Context: an optimization exercise on an open-source flow, tuned for small area, a short achievable clock period and few clock cycles per item. The choices shown serve that exercise and are no tape-out recipe.
Where RTL was checked, it was by simulation tests only, not by an equivalence proof against the original.

==> job 8796 <==
## ooo_core
module ooo_core (
    input  wire logic        clk,
    input  wire logic        i_arst_n,
    input  wire logic        i_disp_valid,
    input  wire logic [2:0]  i_disp_op,
    input  wire logic [4:0]  i_disp_rdst,
    input  wire logic [31:0] i_disp_a,
    input  wire logic [31:0] i_disp_b,
    output logic             o_disp_ready,
    output logic             o_ret_valid,
    output logic [4:0]       o_ret_rdst,
    output logic [2:0]       o_ret_tag,
    output logic [31:0]      o_ret_data,
    input  wire logic        i_ret_ready
);
==> module ooo_core, before the edit <==
module ooo_core (
    input  wire logic        clk,
    input  wire logic        i_arst_n,
    input  wire logic        i_disp_valid,
    input  wire logic [2:0]  i_disp_op,
    input  wire logic [4:0]  i_disp_rdst,
    input  wire logic [31:0] i_disp_a,
    input  wire logic [31:0] i_disp_b,
    output logic             o_disp_ready,
    output logic             o_ret_valid,
    output logic [4:0]       o_ret_rdst,
    output logic [2:0]       o_ret_tag,
    output logic [31:0]      o_ret_data,
    input  wire logic        i_ret_ready
);
    function automatic logic [31:0] rev32(logic [31:0] v);
        for (int i = 0; i < 32; i++) rev32[i] = v[31-i];
    endfunction
    logic        en;
    logic        take;
    logic        is_mul, is_shift, is_addsub, is_sub;
    logic [31:0] a0;
    logic [15:0] one0, two0, neg0;
    logic [32:0] bx;
    logic [31:0] bs;
    assign is_mul    = (i_disp_op == 3'd7);
    assign is_shift  = (i_disp_op == 3'd5) | (i_disp_op == 3'd6);
    assign is_addsub = (i_disp_op == 3'd0) | (i_disp_op == 3'd1);
    assign is_sub    = (i_disp_op == 3'd1);
    assign bs        = i_disp_b ^ {32{is_sub}};
    always_comb begin
        case (i_disp_op)
            3'd2:    a0 = i_disp_a & i_disp_b;
            3'd3:    a0 = i_disp_a | i_disp_b;
            3'd4:    a0 = i_disp_a ^ i_disp_b;
            3'd6:    a0 = rev32(i_disp_a);
            default: a0 = i_disp_a;
        endcase
    end
    assign bx = {i_disp_b, 1'b0};
    always_comb begin
        for (int j = 0; j < 16; j++) neg0[j] = bx[2*j+2] & is_mul;
    end
    always_comb begin
        for (int j = 0; j < 16; j++) begin
            if (is_mul) begin
                one0[j] = bx[2*j+1] ^ bx[2*j];
                two0[j] = (bx[2*j+2] & ~bx[2*j+1] & ~bx[2*j]) | (~bx[2*j+2] & bx[2*j+1] & bx[2*j]);
            end else if (is_shift) begin
                one0[j] = (i_disp_b[4:1] == 4'(j)) & ~i_disp_b[0];
                two0[j] = (i_disp_b[4:1] == 4'(j)) & i_disp_b[0];
            end else begin
                one0[j] = (j == 0);
                two0[j] = 1'b0;
            end
        end
    end
    logic        v1;
    logic [31:0] a1;
    logic [15:0] one1, two1, neg1;
    logic [4:0]  rdst1;
    logic        rev1;
    logic [31:0] x1;
    logic        xinc1;
    always_ff @(posedge clk or negedge i_arst_n) begin
        if (!i_arst_n) v1 <= 1'b0;
        else if (en)   v1 <= i_disp_valid;
    end
    always_ff @(posedge clk) begin
        if (en) begin
            a1    <= a0;
            one1  <= one0;
            two1  <= two0;
            neg1  <= neg0;
            rdst1 <= i_disp_rdst;
            rev1  <= (i_disp_op == 3'd6);
            x1    <= bs & {32{is_addsub}};
            xinc1 <= is_sub;
        end
    end
    logic [rob_pkg::CS_BITS-1:0] cs1;
    mul_unit u_mul (
        .a      (a1),
        .i_one  (one1),
        .i_two  (two1),
        .i_neg  (neg1),
        .i_x    (x1),
        .i_xinc (xinc1),
        .o_cs   (cs1)
    );
    logic        v2;
    logic [rob_pkg::CS_BITS-1:0] cs2;
    logic [4:0]  rdst2;
    logic        rev2;
    always_ff @(posedge clk or negedge i_arst_n) begin
        if (!i_arst_n) v2 <= 1'b0;
        else if (en)   v2 <= v1;
    end
    always_ff @(posedge clk) begin
        if (en) begin
            cs2   <= cs1;
            rdst2 <= rdst1;
            rev2  <= rev1;
        end
    end
    logic [31:0] sum2;
    mul_final u_final (
        .i_cs  (cs2),
        .o_sum  (sum2)
    );
    logic        out_v;
    logic [36:0] out_q;
    logic        out_rev;
    logic [2:0]  tag_q;
    assign take = out_v & i_ret_ready;
    assign en   = ~out_v | i_ret_ready;
    always_ff @(posedge clk or negedge i_arst_n) begin
        if (!i_arst_n) begin
            out_v <= 1'b0;
            tag_q <= 3'd0;
        end else begin
            if (take) tag_q <= tag_q + 3'd1;
            if (en)   out_v <= v2;
        end
    end
    always_ff @(posedge clk) begin
        if (en) begin
            out_q   <= {rdst2, sum2};
            out_rev <= rev2;
        end
    end
    assign o_disp_ready = en;
    assign o_ret_valid  = out_v;
    assign o_ret_rdst   = out_q[36:32];
    assign o_ret_data   = out_rev ? rev32(out_q[31:0]) : out_q[31:0];
    assign o_ret_tag    = tag_q;
endmodule
export LEC_CHECK = 0
export CAP_MARGIN = 20
export CORE_MARGIN = 2
export CORE_UTILIZATION = 40
export SETUP_SLACK_MARGIN = 2.8
export SLEW_MARGIN = 20
create_clock -name core_clock -period 6.5 [get_ports {clk}]
standard.sh (not shown) runs the stock make flow with config.mk's settings and CLKGATE_MAP_FILE= SYNTH_SCRIPT=/design/flow/synth_recipe.tcl, a recipe that flattens the netlist after the stock synthesis.
==> flow/flow/run.sh <==
#!/bin/bash
# The standard layout (standard.sh, unchanged ORFS steps), with one synthesis option:
# SYNTH_ARGS=-noabc skips the quick "abc -fast" inside Yosys's generic synth, so that
# extract_fa meets the carry-save adder tree as the RTL writes it and maps it onto
# full-adder cells without inverters between them. The main ABC mapping still runs.
# Registers and their names are the same as the standard synthesis's.
# Port buffers: every input and output port still gets its own buffer, but the smallest
# plain buffer rather than a delay buffer; the resizer upsizes the ones that need it.
set -euo pipefail
cd "$(dirname "${BASH_SOURCE[0]}")/.."
export SYNTH_ARGS="-noabc"
export BUFFER_PORTS_ARGS="-buffer_cell sky130_fd_sc_hd__buf_1"
bash standard.sh > flow_standard.log 2>&1
==> inputs of job 4688, as changes to job 8796 <==
--- a/flow/design.v
+++ b/flow/design.v
@@ -1370,19 +1370,19 @@
     end
     assign bx = {i_disp_b, 1'b0};
     always_comb begin
-        for (int j = 0; j < 16; j++) neg0[j] = bx[2*j+2] & is_mul;
-    end
-    always_comb begin
         for (int j = 0; j < 16; j++) begin
             if (is_mul) begin
                 one0[j] = bx[2*j+1] ^ bx[2*j];
                 two0[j] = (bx[2*j+2] & ~bx[2*j+1] & ~bx[2*j]) | (~bx[2*j+2] & bx[2*j+1] & bx[2*j]);
+                neg0[j] = bx[2*j+2];
             end else if (is_shift) begin
                 one0[j] = (i_disp_b[4:1] == 4'(j)) & ~i_disp_b[0];
                 two0[j] = (i_disp_b[4:1] == 4'(j)) & i_disp_b[0];
+                neg0[j] = 1'b0;
             end else begin
                 one0[j] = (j == 0);
                 two0[j] = 1'b0;
+                neg0[j] = 1'b0;
             end
         end
     end
==> flow/run.sh (new file) <==
#!/bin/bash
# synth_recipe.tcl (not shown) runs the flow's synth.tcl, then flattens the netlist and writes it again
# the make line also repeats each setting of config.mk as NAME=value (left out here)
make -C /OpenROAD-flow-scripts/flow DESIGN_CONFIG=/design/flow/config.mk WORK_HOME=/design/flow/orfs CLKGATE_MAP_FILE= SYNTH_SCRIPT=/design/flow/synth_recipe.tcl finish
removed: flow/flow/run.sh
removed: flow/standard.sh
==> run notes <==
quantity                                                                         job 4688            job 8796
Status                                                                     finished clean      finished clean
Hold path startpoint                                                   rdst2[1]$_DFFE_PP_  rdst2[4]$_DFFE_PP_
Post-Place Cell Area                                                           26900 um^2          25500 um^2
Normalized max-slew margin                                                          31.1%               25.3%
Fraction of layout instances using a drive strength above 1                         17.0%               20.0%
DP Worst Slack                                                                    2.11 ns             2.29 ns
Number of placed instances, taps included                                            3139                2835
Weighted congestion at the end of routability-driven global placement               0.930               0.963
Netlist area before placement                                                  25100 um^2          24400 um^2
Pre-antenna DRT Iters                                                                   6                   7
Cell count after synthesis                                                           2334                2089
M1 GR Usage                                                                         33.4%               32.4%
Met2 wire length                                                                  37.8 mm             34.1 mm
Number of antenna violations at the first check in global routing                       2                   1
Count of buffer and inverter cells on the critical path                                 5                   1
Vias in the first global route                                                      19500               19000
Testbench counts of job 8796, summed over its fixed seeds: cycles 9,148, items 8,000.
Testbench counts of job 4688, summed over its fixed seeds: cycles 9,148, items 8,000.

* * *

==> exp/delta: inputs <==
Another version of the RTL of ooo_core (not shown whole).
export LEC_CHECK = 0
export CAP_MARGIN = 20
export CORE_MARGIN = 2
export CORE_UTILIZATION = 40
export SETUP_SLACK_MARGIN = 3.4
export SLEW_MARGIN = 20
create_clock -name core_clock -period 6.5 [get_ports {clk}]
run.sh (not shown) runs the stock make flow with config.mk's settings and CLKGATE_MAP_FILE= SYNTH_SCRIPT=/design/flow/synth_recipe.tcl, a recipe that flattens the netlist after the stock synthesis.
Stock flow here: none of the scripts above is used.
==> inputs of exp/quartz, as changes to exp/delta <==
- SETUP_SLACK_MARGIN: 3.4 -> 3.0
==> qor summary <==
                                                                                     exp/delta              exp/quartz
Largest net degree at the start of global routing                                           80                      84
Area of all placed cells without fillers                                            32,700 um2              31,400 um2
Multi-input gate share of the layout cell area                                           53.8%                   54.9%
Run status                                                    no timing/DRC/antenna violations  no timing/DRC/antenna violations
Met3 Routed Length                                                                     8930 um                 8010 um
Transition time at the pin with the least slew margin                                  1.03 ns                0.876 ns
Most common cell type on the critical path                               sky130_fd_sc_hd__fa_2  sky130_fd_sc_hd__buf_6
CLK BUF                                                                                     36                      38
DR pass1 iterations                                                                          8                       6
Clock slew at the register clock pins of the worst setup and hold paths                0.07 ns                 0.06 ns
Via-to-Cell Ratio                                                                         6.01                    5.92
Max-Slew Margin vs Limit                                                                 30.6%                   41.6%
Worst Hold Path EP                                                                   out_q[33]               out_q[32]
Count of filler cells inserted in the layout                                             5,355                   5,447
Routed via count                                                                         21.6k                   20.9k
Met3 layer usage reported by global route                                                5.98%                   4.74%
Multi-input gate area                                                               17,600 um2              17,200 um2
Signal arrival time at the worst endpoint                                              4.32 ns                 4.20 ns
Cells after DPL                                                                          3,276                   3,284
Number of buffers other than clock buffers in the final layout                             423                     364
Share of the final layout cell area in sequential cells                                  22.6%                   23.6%
Number of gates on the worst path with buffers counted                                      13                      18
No functional check of the RTL was part of any run of this note.

re-timing with driven ports:
In the flow no input, the clock included, has a driving cell. The finished layouts below were timed again as built, in two steps. Step 1 sets driving cells, clkbuf_16 on the clock port and buf_2 on the other inputs (assumed; they add their load-dependent delay and slew). Step 2, shift: input delay + t, output delay - t, t = (earliest + latest rising clock arrival at the registers) / 2. This alone moves slack from input paths to output paths. Slacks: ideal / step 1 / step 2; pairs: ideal / step 1.
| run | t, ns | slack for setup (ns) | worst register clock-pin slew, ns |
|---|---|---|---|
| job 8796 | 0.599 | 2.811 / 2.811 / 2.502 | 0.07 / 0.07 |
| job 4688 | 0.595 | 2.842 / 2.842 / 2.686 | 0.07 / 0.07 |
| exp/delta | 0.670 | 2.564 / 2.564 / 2.564 | 0.07 / 0.07 |
| exp/quartz | 0.643 | 2.626 / 2.626 / 2.626 | 0.07 / 0.07 |
After both steps every run listed still meets setup and hold. For job 8796, which loses most, drivers alone change the setup slack by 0.000 ns; drivers and shift together by -0.309 ns.
